This design comes from an exercise in tuning for small area, a short achievable clock period and few clock cycles per item on the open sky130 flow, not from production work.
Function was checked by simulation only, so behaviour that the tests miss may differ from the original.
Power is estimated from default activity; no workload was simulated.

==> flow/design.v (outline; a module is shown in full before it is edited, if it fits) <==
// module math_core_alu: 708 lines
module math_core_alu #(
    parameter int DW = 32,
    parameter int CW = 32
) (
    input  logic          clk,
    input  logic          rst,
    input  logic [0:1]    mode,
    input  logic          in_valid,
    output logic          in_ready,
    input  logic [0:DW-1] ain,
    input  logic [0:DW-1] bin,
    output logic          out_valid,
    input  logic          out_ready,
    output logic [0:DW-1] result,
    output logic          ovf,
    output logic [0:CW-1] statistic,
    input  logic          stat_ld,
    input  logic [0:CW-1] stat_din,
    input  logic          flush,
    output logic          busy
);
  // ...
==> flow/flow/run.sh <==
#!/bin/bash
# The standard layout, with plain buf_1 port buffers and a tighter setup target
# for timing repair; the log of the whole make run goes to standard.log.
bash standard.sh BUFFER_PORTS_ARGS="-buffer_cell sky130_fd_sc_hd__buf_1" SETUP_SLACK_MARGIN=5.2 finish > standard.log 2>&1
==> flow/standard.sh <==
#!/bin/bash
# synth_recipe.tcl (not shown) runs the flow's synth.tcl, then flattens the netlist and writes it again
# the make line also repeats each setting of config.mk as NAME=value (left out here)
make -C /OpenROAD-flow-scripts/flow DESIGN_CONFIG=/design/flow/config.mk WORK_HOME=/design/flow/orfs CLKGATE_MAP_FILE= SYNTH_SCRIPT=/design/flow/synth_recipe.tcl "${@:-finish}"
==> flow/config.mk <==
export PLATFORM = sky130hd
export DESIGN_NAME = math_core_alu
export DESIGN_NICKNAME = math_core_alu
export VERILOG_FILES = /design/flow/design.v
export SDC_FILE = /design/flow/constraint.sdc
export NUM_CORES = 4
export LEC_CHECK = 0
export ABC_AREA = 1
export CAP_MARGIN = 20
export CORE_MARGIN = 2
export CORE_UTILIZATION = 40
export CTS_CLUSTER_DIAMETER = 100
export CTS_CLUSTER_SIZE = 30
export SLEW_MARGIN = 20
==> flow/constraint.sdc <==
create_clock -name core_clock -period 10.0 [get_ports {clk}]
set_input_delay 2.0000 -clock core_clock [delete_from_list [all_inputs] [get_ports {clk}]]
set_output_delay 2.0000 -clock core_clock [all_outputs]
set_load 0.01 [all_outputs]
==> flow_summary.yaml, run 1 <==
power:
  sw_frac_of_total: 0.533
  net-switching-power_uw: 3790
  seq_power_uw: 1400
  p_clk_uw: 574
  power.leakage_uw: 0.0113
worst_setup_path:
  cp_common_cell: "a21oi_2"
  cpMaxStageDelayCell: "edfxtp_1"
  startpoint: "s2[22]$_DFFE_PN_"
  cp_top_family: "compound AO/OA/AOI/OAI gates"
  startpoint_type: "register"
die:
  start_util: 0.402
  io_pins: 172
global_routing:
  grt_pass1_vias: 22300
  grt_max_degree: 62
  top_usage_layer: "met2"
  grt_use_met2: 0.436
  grtUsageTotal: 0.299
  grt.overflow.total: 0
cts:
  htree_num_levels: 1
  cts_tree: "built"
  clock_tree.root_cell: "clkbuf_16"
synthesis:
  ys_ff_latch: 206
  syn_area_per_cell_um2: 7.37
  synth_cells: 3209
  yosys_warnings: 1
timing:
  setup_violations: 0
  final_hold_viol_count: 0
  setup-tns-final_ns: 0
  max_slew_margin: 0.327
  slew_viol_final: 0
  min_period_over_period: 0.476
detailed_routing:
  wirelength_um: 94400
place:
  io_buffers: 171
  numPlacedInstances: 4013
  routabilityCongestion: 1.04
outcome:
  outcome: "no timing/DRC/antenna violations"
cells_and_area:
  drive_above_1_share: 0.0826
  sh_seq_area: 0.230
  num_antenna_cells: 2
  clockNetworkAreaShare: 0.0152
  multi_input_area_um2: 15800
  design.seq.count: 206
Testbench counts, summed over its fixed seeds: cycles 16,016, items 16,000.
==> inputs of run 2 (changes only) <==
--- a/flow/design.v
+++ b/flow/design.v
@@ -22,17 +22,17 @@
     logic [31:0]   a1;
     logic [31:0]   b1;
     logic [32:1]   a3_1;
     logic [10:0]   bs1_1, bs2_1, bs3_1, bs4_1;
     logic [9:0]    bneg_1;
     logic          bgt_1;            
     logic [1:0]    m1;
     logic          v1;
-    localparam int K = 20;
+    localparam int K = 24;
     logic [31:K]   s2;
     logic [31:K]   c2;
     logic [K-1:0]  lo2;
     logic          ck2;
     logic          k1_2;
     logic          k2_2;
     logic          mulp2;
     logic [2-1:0] l32_2;
==> run 2 against run 1 <==
Sequential cell count decreased by 4; wire length increased by 2.7%; combinational power increased by 2%; final cell count about the same; largest cell class unchanged; via count increased by 0.89%.
==> flow_summary.yaml, run 2 <==
cells_and_area:
  mostFrequentLayoutCell: "nand2_1"
  fill_cells: 6038
  register_area_um2: 5890
  final_cells: 4105
  final_cell_mix: "nand2_1 (617), xor2_1 (319), inv_1 (268)"
  final_area_um2: 26500
  multi_input_area_um2: 16000
  drive_above_1_share: 0.104
  top_regs: "a1 x32, a3_1 x32, r_stat x32"
  fin_util: 0.450
  fin_nets: 3554
  area_growth_pct: 11.4
place:
  io_buffers: 171
  dp_slack_ns: 4.50
  place_area_um2: 24800
  numPlacedInstances: 4000
  hpwl_um: 69900
  routabilityCongestion: 1.01
synthesis:
  synthTopCellsByCount: "nand2_1 (620), xor2_1 (326), inv_1 (284), o22ai_1 (229), nor2_1 (209)"
  synth_top_area_frac: 0.210
  synth_area_leader_cell: "edfxtp_1"
  synth_cell_types: 78
  yosysSeqAreaShare: 0.247
  synth_edf_count: 167
  syn-num-nets: 3425
  synth_most_common_cell: "nand2_1"
  netlist_area_um2: 23800
  syn_area_per_cell_um2: 7.46
  yosys_warnings: 1
  ys.flop_type: "edfxtp_1"
  ys_ff_latch: 202
  synthArstFlopShare: 0.173
  synth_cells: 3195
  synthTopCellsByArea: "edfxtp_1 (21%), xor2_1 (12%), nand2_1 (9.8%)"
detailed_routing:
  wl_per_cell_um: 23.6
  ant_nets: 0
  vias_per_cell: 6.00
  drc: 0
  drt_pre_antenna_iters: 9
  wirelength_um: 97000
  vias: 24600
  drt-initial-drc-count: 2864
worst_setup_path:
  worstPathRequired_ns: 10.28
  slowest_delay_ns: 0.70
  rrSetupSlack_ns: 5.24
  worst-path-stages: 21
  cp_common_cell: "nand2_1"
  crit_chain: "buf_4 > clkinvlp_2 > o22ai_1 > a221oi_1 > xor2_1 > nand3_1 > nand2_1 > xnor2_1 > nor2_1 > inv_1 > nand2_1 > xor2_1 > inv_1 > nand2_1 > nand2_1 > a21oi_1 > ha_1 > a21oi_1 > o21ai_0 > o21bai_1 > xor2_1"
  startpoint_type: "register"
  r2r_cells: 21
  critPathCaptureType: "register"
  worstPathArrival_ns: 5.03
  worstSetupPathType: "register to register"
  critPathBufInv: 4
  reg2reg_from: "a1[2]$_DFFE_PN_"
  cpMaxStageDelayCell: "clkinvlp_2"
  startpoint: "a1[2]$_DFFE_PN_"
  cp_top_family: "buffers and inverters"
  rr_endpoint: "lo2[23]$_DFFE_PN_"
  path_max_fanout: 14
  crit_path_end: "lo2[23]$_DFFE_PN_"
cts:
  cts_buffers: 13
  hold_buffers: 0
  cts_tree: "built"
  clk_path_buf_depth: 3
  clkSlewWorstSetupHoldPaths_ns: 0.11
  clock_latency_ns: 0.54
  clock_tree.root_cell: "clkbuf_16"
  cts.sink_count: 202
  htree_num_levels: 1
outcome:
  outcome: "no timing/DRC/antenna violations"
power:
  power.leakage_uw: 0.0115
  cellPowerDensity_nw_per_um2: 273
  vdd_ir_drop_max_mv: 0.187
timing:
  setup_violations: 0
  max_freq_ghz: 0.210
  worst_slew_pin_slew_ns: 1.00
  setup_slack_ns: 5.24
  max_slew_margin: 0.327
  slew_viol_final: 0
  min_period_over_period: 0.476
  fin_skew_ns: 0.0251
  rsz0062_at_grt: "true"
  setup-tns-final_ns: 0
  final_hold_viol_count: 0
  period_needed_ns: 4.76
die:
  dieArea_um2: 61500
  dieWidth_um: 248
  core-area_um2: 58900
  io_pins: 172
  start_util: 0.404
  die_y_um: 248
  rows: 89
global_routing:
  antenna_found_initial: 1
  grtUsageTotal: 0.304
  grt.overflow.total: 0
  grt_pass1_vias: 22200
  grt_first_pass_wirelength_um: 140000
  grt_max_degree: 65
worst_hold_path:
  hp-class: "register to register"
job:
  maxCapViolations: 0
[run 2: cell count changes after synthesis, sizes merged, moves of 7 or more]
cell,delta
a21oi,+7
clkinv,-12
clkbuf,-8
nor2,-29
o21ai,-8
buf,+11
nand3,-11
nand2,+50
[run 2: layer usage]
layer,track usage,routed length (µm),share of wire
met1,0.420,40200,0.41
met2,0.432,38500,0.40
met3,0.0830,11900,0.12
met4,0.153,6390,0.066
met5,0.000795,0,0
[run 2: worst min-delay path by stage]
stage / end / startpoint / slack (ns) / cells past startpoint
final: v2$_DFF_PN0_ / v1$_DFF_PN0_ / 0.55 / 2
after global routing: v2$_DFF_PN0_ / v1$_DFF_PN0_ / 0.58 / 2
after CTS: v2$_DFF_PN0_ / v1$_DFF_PN0_ / 0.55 / 2
after detailed placement: v2$_DFF_PN0_ / v1$_DFF_PN0_ / 0.53 / 2
after global placement: v2$_DFF_PN0_ / v1$_DFF_PN0_ / 0.52 / 2
after floorplan: v2$_DFF_PN0_ / v1$_DFF_PN0_ / 0.49 / 2
[run 2: area by class of cell]
cell class                 count  share of cell area
timing repair buffer         282              0.0630
clock buffer                  13              0.0123
clock inverter                 8             0.00476
sequential                   202               0.222
timing repair inverter         8             0.00222
inverter                     329              0.0546
tap                          773              0.0365
multi-input combinational   2488               0.604
antenna                        2            0.000189
[run 2: report_power, final]
group	internal [µW]	total (µW)	switching (µW)
clock network	268	622	354
registers	1170	1350	183
logic	1920	5270	3350
total	3360	7240	3880
[run 2: cell families (layout without fill, tap and decap cells)]
logic type | Yosys count | in the layout | share of synthesized area
other cells | 0 | 2 | 0
mux | 3 | 3 | 0.00131
flops | 202 | 202 | 0.247
xor+xnor | 447 | 447 | 0.168
compound gates | 785 | 785 | 0.213
simple gates | 1115 | 1115 | 0.205
fa+ha+maj | 138 | 138 | 0.0723
buf+inv | 505 | 640 | 0.0924
[run 2: stage by stage]
step,total power (µW),hold slack [ns]
detailed placement,6320,0.531
global route,7870,0.577
CTS,7000,0.555
finish,7240,0.546
floorplan,5040,0.488
global placement,6280,0.521
[run 2: repair_timing]
| action | 4_1_cts | 5_1_grt |
|---|---|---|
| resized for setup | 54 | 101 |
| pin swaps | 0 | 11 |
| setup endpoints to repair | 12 | 18 |
| buffers inserted | 23 | 48 |
| endpoints found under the hold margin | 0 | 0 |
| gates cloned | 8 | 3 |
[run 2: tightest hold or removal path: stages (launching register included)]
cell and delay (ns):
dfrtp_1 0.37, a21oi_1 0.06, nor2_1 0.08
Testbench counts of run 2, summed over its fixed seeds: cycles 16,016, items 16,000.

## port drivers added, routing unchanged
In the flow no input, the clock included, has a driving cell. The finished layouts below were timed again as built, in two steps. Step 1 assumes that a clkbuf_16 drives the clock port and a buf_2 every other input. Step 2 adds t to the input delays and takes it off the output delays; t is the mean of the earliest and latest rising clock arrival at the registers after step 1. Input paths then give back, and output paths get back, about the clock's delay inside the block. Three values: ideal ports, drivers, drivers and shift; two values: the first two.
run | t, ns | slack for setup (ns) | clock arrival spread, ns
run 1 | 0.576 | 5.242 / 5.180 / 4.985 | 0.070 / 0.070
run 2 | 0.590 | 5.244 / 5.244 / 4.934 | 0.025 / 0.026
After both steps setup and hold are still met in every run listed. The setup slack of run 2, which loses most, moves by 0.000 ns with the drivers and by -0.310 ns with both steps.
